Source: an optimization exercise on an open RTL-to-GDS flow (aim: small area, a short achievable clock period and few clock cycles per item). Production flows keep margins and buffers that such runs may drop.
RTL that was checked went through simulation tests only; none was proved equivalent to the original.

run 1:
## ex_stage_mdu
module ex_stage_mdu (
    input  logic        clock,
    input  logic        reset,
    input  logic        in_valid,
    output logic        in_ready,
    input  logic [4:0]  op,
    input  logic [31:0] operand_a,
    input  logic [31:0] operand_b,
    input  logic [1:0]  fwd_sel_a,
    input  logic [1:0]  fwd_sel_b,
    input  logic [31:0] wb_data,
    input  logic        is_jump,
    input  logic [31:0] pt_wdata_in,
    input  logic [4:0]  pt_rd_in,
    input  logic [31:0] pt_pc_in,
    input  logic        mem_stall,
    input  logic        flush,
    output logic        out_valid,
    output logic [31:0] res_out,
    output logic [31:0] pt_wdata_out,
    output logic [4:0]  pt_rd_out,
    output logic [31:0] pt_pc_out,
    output logic        redirect_valid,
    output logic [31:0] redirect_addr,
    output logic        busy
);
==> flow/config.mk <==
export PLATFORM = sky130hd
export DESIGN_NAME = ex_stage_mdu
export DESIGN_NICKNAME = ex_stage_mdu
export VERILOG_FILES = /design/flow/design.v
export SDC_FILE = /design/flow/constraint.sdc
export NUM_CORES = 4
export LEC_CHECK = 0
export ABC_AREA = 1
export CAP_MARGIN = 20
export CORE_MARGIN = 2
export CORE_UTILIZATION = 30
export SETUP_SLACK_MARGIN = 2.0
export SLEW_MARGIN = 40
export SYNTH_HIERARCHICAL = 1
export SYNTH_MINIMUM_KEEP_SIZE = 0
export TNS_END_PERCENT = 10
==> flow/constraint.sdc <==
create_clock -name core_clock -period 16.0 [get_ports {clock}]
set_input_delay 3.2000 -clock core_clock [delete_from_list [all_inputs] [get_ports {clock}]]
set_output_delay 3.2000 -clock core_clock [all_outputs]
set_load 0.01 [all_outputs]
standard.sh (not shown) runs the stock make flow with config.mk's settings and CLKGATE_MAP_FILE= SYNTH_SCRIPT=/design/flow/synth_recipe.tcl, a recipe that flattens the netlist after the stock synthesis.
==> flow/flow/run.sh <==
#!/bin/bash
# Standard ORFS layout; ports are buffered with a regular buffer instead of
# the delay cell buffer_ports picks by default.
set -euo pipefail
bash standard.sh "BUFFER_PORTS_ARGS=-buffer_cell sky130_fd_sc_hd__buf_4" finish > orfs_make.log 2>&1
Run 1: full flow OK, the timing, DRC and antenna checks passed
[inputs] run 2 vs run 1
Settings: SETUP_SLACK_MARGIN: 2.0 -> 2.5; TNS_END_PERCENT: 10 -> unset.
==> flow/flow/run.sh <==
#!/bin/bash
# Standard ORFS layout; ports are buffered with a regular buffer instead of
# the delay cell buffer_ports picks by default.
set -euo pipefail
bash standard.sh "BUFFER_PORTS_ARGS=-buffer_cell sky130_fd_sc_hd__buf_2" finish > orfs_make.log 2>&1
[summary]
Minimum clock period: run 2 vs run 1 down 0.24 ns
Compared with run 1, run 2 shows a peak clock frequency supported by timing that is 1.7% higher.
Run 1 → run 2: hold slack went up 0.0040 ns.
Here is what was changed in the inputs of run 3 compared with run 2.
Settings: SETUP_SLACK_MARGIN now 2.0, was 2.5.
Notes after the runs:
Relative to run 2, final area decreased by about 2% in run 3.
NOTE final cell count without fillers run 2->run 3 decreased slightly
Final critical-path setup slack: run 3 vs run 2 down 0.32 ns
Every stage of the flow completed for run 3, and the final layout passed the timing, DRC and antenna checks.
Routed wire in run 3 totals less than in run 2.
From run 2 to run 3, effective utilization at floorplan did not move at all.
In the route summary, run 3 ends up with a via count below that of run 2.
Worst-margin pin slew, run 3 and run 2, lower one = run 2.
#### Input delta (run 4 over run 3)
==> flow/flow/run.sh <==
#!/bin/bash
# Standard ORFS layout; ports are buffered with a regular buffer instead of
# the delay cell buffer_ports picks by default.
set -euo pipefail
bash standard.sh "BUFFER_PORTS_ARGS=-buffer_cell sky130_fd_sc_hd__buf_4" finish > orfs_make.log 2>&1
==> run summary <==
- The final layout from run 4, which completed every stage, passed the timing, DRC and antenna checks at the end of the flow.
- Global routing usage summed across all routing layers, run 3 and run 4: lower on run 3
- In run 4 the share of final-layout standard cells stronger than drive strength 1 turned out 0.17 points higher than in run 3.
- The critical path depth of run 4 is higher than that of run 3.
No functional check of the RTL was part of any run of this note.


onyx:
ex_stage_mdu, a different RTL version from the one above (not shown whole).
Size in the first run: ~8,100 cells after synthesis, ~280 flip-flops, ~320 I/O pins.
// ex_stage_mdu
module ex_stage_mdu (
    input  logic        clock,
    input  logic        reset,
    input  logic        in_valid,
    output logic        in_ready,
    input  logic [4:0]  op,
    input  logic [31:0] operand_a,
    input  logic [31:0] operand_b,
    input  logic [1:0]  fwd_sel_a,
    input  logic [1:0]  fwd_sel_b,
    input  logic [31:0] wb_data,
    input  logic        is_jump,
    input  logic [31:0] pt_wdata_in,
    input  logic [4:0]  pt_rd_in,
    input  logic [31:0] pt_pc_in,
    input  logic        mem_stall,
    input  logic        flush,
    output logic        out_valid,
    output logic [31:0] res_out,
    output logic [31:0] pt_wdata_out,
    output logic [4:0]  pt_rd_out,
    output logic [31:0] pt_pc_out,
    output logic        redirect_valid,
    output logic [31:0] redirect_addr,
    output logic        busy
);
    localparam int K = 4;
    localparam int CW = 3;             
    logic [31:0] op_a, op_b;
    always_comb begin
        case (fwd_sel_a)
            2'd1:    op_a = res_out;
            2'd2:    op_a = wb_data;
            default: op_a = operand_a;
        endcase
        case (fwd_sel_b)
            2'd1:    op_b = res_out;
            2'd2:    op_b = wb_data;
            default: op_b = operand_b;
        endcase
    end
    logic is_div, is_single, is_mul, is_mulh, fire;
    assign is_div    = (op == 5'd14) || (op == 5'd15) || (op == 5'd16) || (op == 5'd17);
    assign is_single = (op <= 5'd13);
    assign is_mul    = (op >= 5'd10) && (op <= 5'd13);
    assign is_mulh   = (op >= 5'd11) && (op <= 5'd13);
    assign in_ready  = reset && !busy && !mem_stall;
    assign fire      = in_valid && in_ready;
    logic [32:0]  ma, mb;
    logic [33:0]  bx;
    logic [16:0]  bneg, bone, btwo;
    logic [592:0] ppv;
    logic [63:0]  row0, row1;
    assign ma = {op_a[31] && ((op == 5'd11) || (op == 5'd12)), op_a};
    assign mb = {op_b[31] && (op == 5'd11), op_b};
    assign bx = {mb[32], mb};
    always_comb begin
        for (int i = 0; i < 17; i++) begin
            bneg[i] = bx[2*i+1] & ~(bx[2*i] & ((i == 0) ? 1'b0 : bx[2*i-1]));
            bone[i] = bx[2*i] ^ ((i == 0) ? 1'b0 : bx[2*i-1]);
            btwo[i] = (bx[2*i+1] & ~bx[2*i] & ~((i == 0) ? 1'b0 : bx[2*i-1]))
                    | (~bx[2*i+1] & bx[2*i] & ((i == 0) ? 1'b0 : bx[2*i-1]));
        end
    end
  ...
Settings: LEC_CHECK=0, ABC_AREA=1, CAP_MARGIN=20, CORE_MARGIN=2, CORE_UTILIZATION=30, PLACE_DENSITY=0.8, SETUP_SLACK_MARGIN=2.5, SLEW_MARGIN=40, SYNTH_HIERARCHICAL=1, SYNTH_MINIMUM_KEEP_SIZE=0; clock period 16.0 ns.
==> flow/flow/run.sh <==
#!/bin/bash
# Standard ORFS layout; ports are buffered with a regular buffer instead of
# the delay cell buffer_ports picks by default.
set -euo pipefail
bash standard.sh "BUFFER_PORTS_ARGS=-buffer_cell sky130_fd_sc_hd__buf_2" finish > orfs_make.log 2>&1
onyx: all stages complete, timing, DRC and antenna checks passed
Testbench counts of onyx, summed over its fixed seeds: cycles 171,619, instrs 160,000.
Here is what was changed in the inputs of zinc compared with onyx.
Settings: a change of SETUP_SLACK_MARGIN from 2.5 to 1.5.
Notes after the runs:
- Higher met2 track demand over resource goes to onyx over zinc.
- zinc ends up with a number of standard cells in the final layout excluding fillers that is 204 lower than in onyx.
- Re growth of design area from synthesis to finish: onyx was higher than zinc.
- Per the comparison of zinc with onyx, clock latency reported for the late side of the worst-skew pair flat; register-to-register path setup slack down 0.71 ns; global-route wire length before repair down about 2.5%; share of the synthesized area in compound gates (AO/OA/AOI/OAI) flat.
- A endpoint of the worst setup timing path of redirect_addr[5] is what zinc shows, while redirect_addr[24] belongs to onyx.
- On zinc: multi-input combinational area share is 1.1 points higher than what onyx gave.
Input-level comparison between indigo and zinc:
Settings: SLEW_MARGIN: 40 -> 20; SETUP_SLACK_MARGIN: 1.5 -> 2.0; CAP_MARGIN: 20 -> 10.
[summary]
- Compared indigo vs zinc, and routability congestion estimate from global placement is down in indigo.
- Delta (indigo minus zinc): highest clock frequency the design can meet saw an increase; number of signal-net inverters in the final layout saw little to no change; final worst hold slack saw little to no change.
- A cell with the biggest individual delay on the critical path of fa_2 is what indigo shows, while fa_1 belongs to zinc.
- Routed wire length delta for indigo relative to zinc: about 1.1% higher
diff inputs: indigo => tundra
Settings: SLEW_MARGIN now 40, was 20; CAP_MARGIN now 20, was 10.
[summary]
For final instance count without filler cells, indigo and tundra come out practically identical. Looking at tundra and indigo, the final area is a wash. Combined global-route utilization of all metal layers delta (indigo -> tundra): insignificant. Going from indigo to tundra, worst-case reg-to-reg path depth picked up an extra 1; maximum frequency went up 0.68%. Compared with indigo, sum of routed wire segments on met1 in tundra decreased slightly. Status: placed cell count parity (indigo, tundra).


oak:
Another version of the RTL of ex_stage_mdu (not shown whole).
Size in the first run: about 6800 cells after synthesis, about 270 flip-flops, roughly 320 I/O pins.
clock: 16.0 ns
lec_check: 0
cap_margin: 20
core_margin: 2
core_utilization: 30
setup_slack_margin: 0.15
slew_margin: 40
synth_hierarchical: 1
synth_minimum_keep_size: 0
==> flow/flow/run.sh <==
#!/bin/bash
# Standard ORFS layout; ports are buffered with a regular buffer instead of
# the delay cell buffer_ports picks by default.
set -euo pipefail
bash standard.sh "BUFFER_PORTS_ARGS=-buffer_cell sky130_fd_sc_hd__buf_4" finish > orfs_make.log 2>&1
oak did not stop at any stage, and its layout met the timing, DRC and antenna checks.
For pine, these inputs were changed with respect to oak:
-- flow/config.mk --
<<< oak, line 7
export LEC_CHECK = 0
export CAP_MARGIN = 20
>>> pine, line 7
export LEC_CHECK = 0
export ABC_AREA = 1
export CAP_MARGIN = 20
[summary]
pine reached the end of the flow, and the finished layout is clean on the timing, DRC and antenna checks. Setup WNS oak -> pine: better. From pine to oak, critical path depth did not move at all. Fraction of standard cell area in multi-input logic: lower on pine. When the final numbers for oak and pine were put side by side, the horizontal die dimension turned out to be smaller in oak. Of pine and oak, it is pine that has the lower final weighted congestion in routability-driven placement. The cell area after layout number comes out lower for oak vs pine. pine against oak: global-route usage over all layers held steady, post-detailed-route via-to-cell ratio dropped about 10%.
Setup changes, pine to birch
-- flow/config.mk --
<<< pine, line 11
export CORE_UTILIZATION = 30
export SETUP_SLACK_MARGIN = 0.15
export SLEW_MARGIN = 40
>>> birch, line 11
export CORE_UTILIZATION = 30
export SETUP_SLACK_MARGIN = 2.0
export SLEW_MARGIN = 40
Findings:
birch vs pine: highest net fanout along the worst path down in birch
Against pine, birch comes in 110 ps lower on maximum single-stage delay on the critical path.
Diff birch..pine | final setup violation count | unchanged
Signal arrival time at the worst endpoint, birch and pine, lower one = birch.
Lower total area of multi-input combinational cells goes to pine over birch.
No functional check of the RTL was part of any run of this note.

re-timing with driven ports:
The flow's constraints put no driver on any port. The routed layouts listed below were extracted and timed again, unchanged, in two steps.
Step 1, drivers: a clkbuf_16 drives clock and a buf_2 each remaining input, both assumed.
Step 2 adds t to the input delays and takes it off the output delays; t is the mean of the earliest and latest rising clock arrival at the registers after step 1. Input paths then give back, and output paths get back, about the clock's delay inside the block.
a / b / c = ideal / step 1 / step 2; a / b = the first two.
run | t, ns | setup slack, ns | hold WS [ns] | worst slew at a driven data input, ns | pins driven straight from the clock port
run 1 | 0.620 | 2.089 / 2.060 / 2.060 | 0.458 / 0.458 / 0.458 | 0.10 | 1
run 2 | 0.625 | 2.327 / 2.302 / 2.302 | 0.462 / 0.462 / 0.462 | 0.17 | 1
run 3 | 0.679 | 2.012 / 1.982 / 1.982 | 0.461 / 0.461 / 0.461 | 0.26 | 1
run 4 | 0.617 | 2.100 / 2.073 / 2.073 | 0.460 / 0.460 / 0.460 | 0.10 | 1
onyx | 0.601 | 2.311 / 2.283 / 2.283 | 0.459 / 0.459 / 0.459 | 0.37 | 1
zinc | 0.608 | 1.590 / 1.569 / 1.569 | 0.456 / 0.456 / 0.456 | 0.28 | 1
indigo | 0.639 | 1.918 / 1.896 / 1.896 | 0.459 / 0.459 / 0.459 | 0.29 | 1
tundra | 0.639 | 2.013 / 1.959 / 1.959 | 0.460 / 0.460 / 0.460 | 0.32 | 1
oak | 0.708 | 0.232 / 0.205 / 0.205 | 0.472 / 0.472 / 0.472 | 0.17 | 1
pine | 0.678 | 0.520 / 0.499 / 0.499 | 0.465 / 0.465 / 0.465 | 0.13 | 1
birch | 0.617 | 2.126 / 2.104 / 2.104 | 0.464 / 0.464 / 0.464 | 0.15 | 1
After both steps every run listed still meets setup and hold. The setup slack of tundra, which loses most, moves by -0.054 ns with the drivers and by -0.054 ns with both steps.
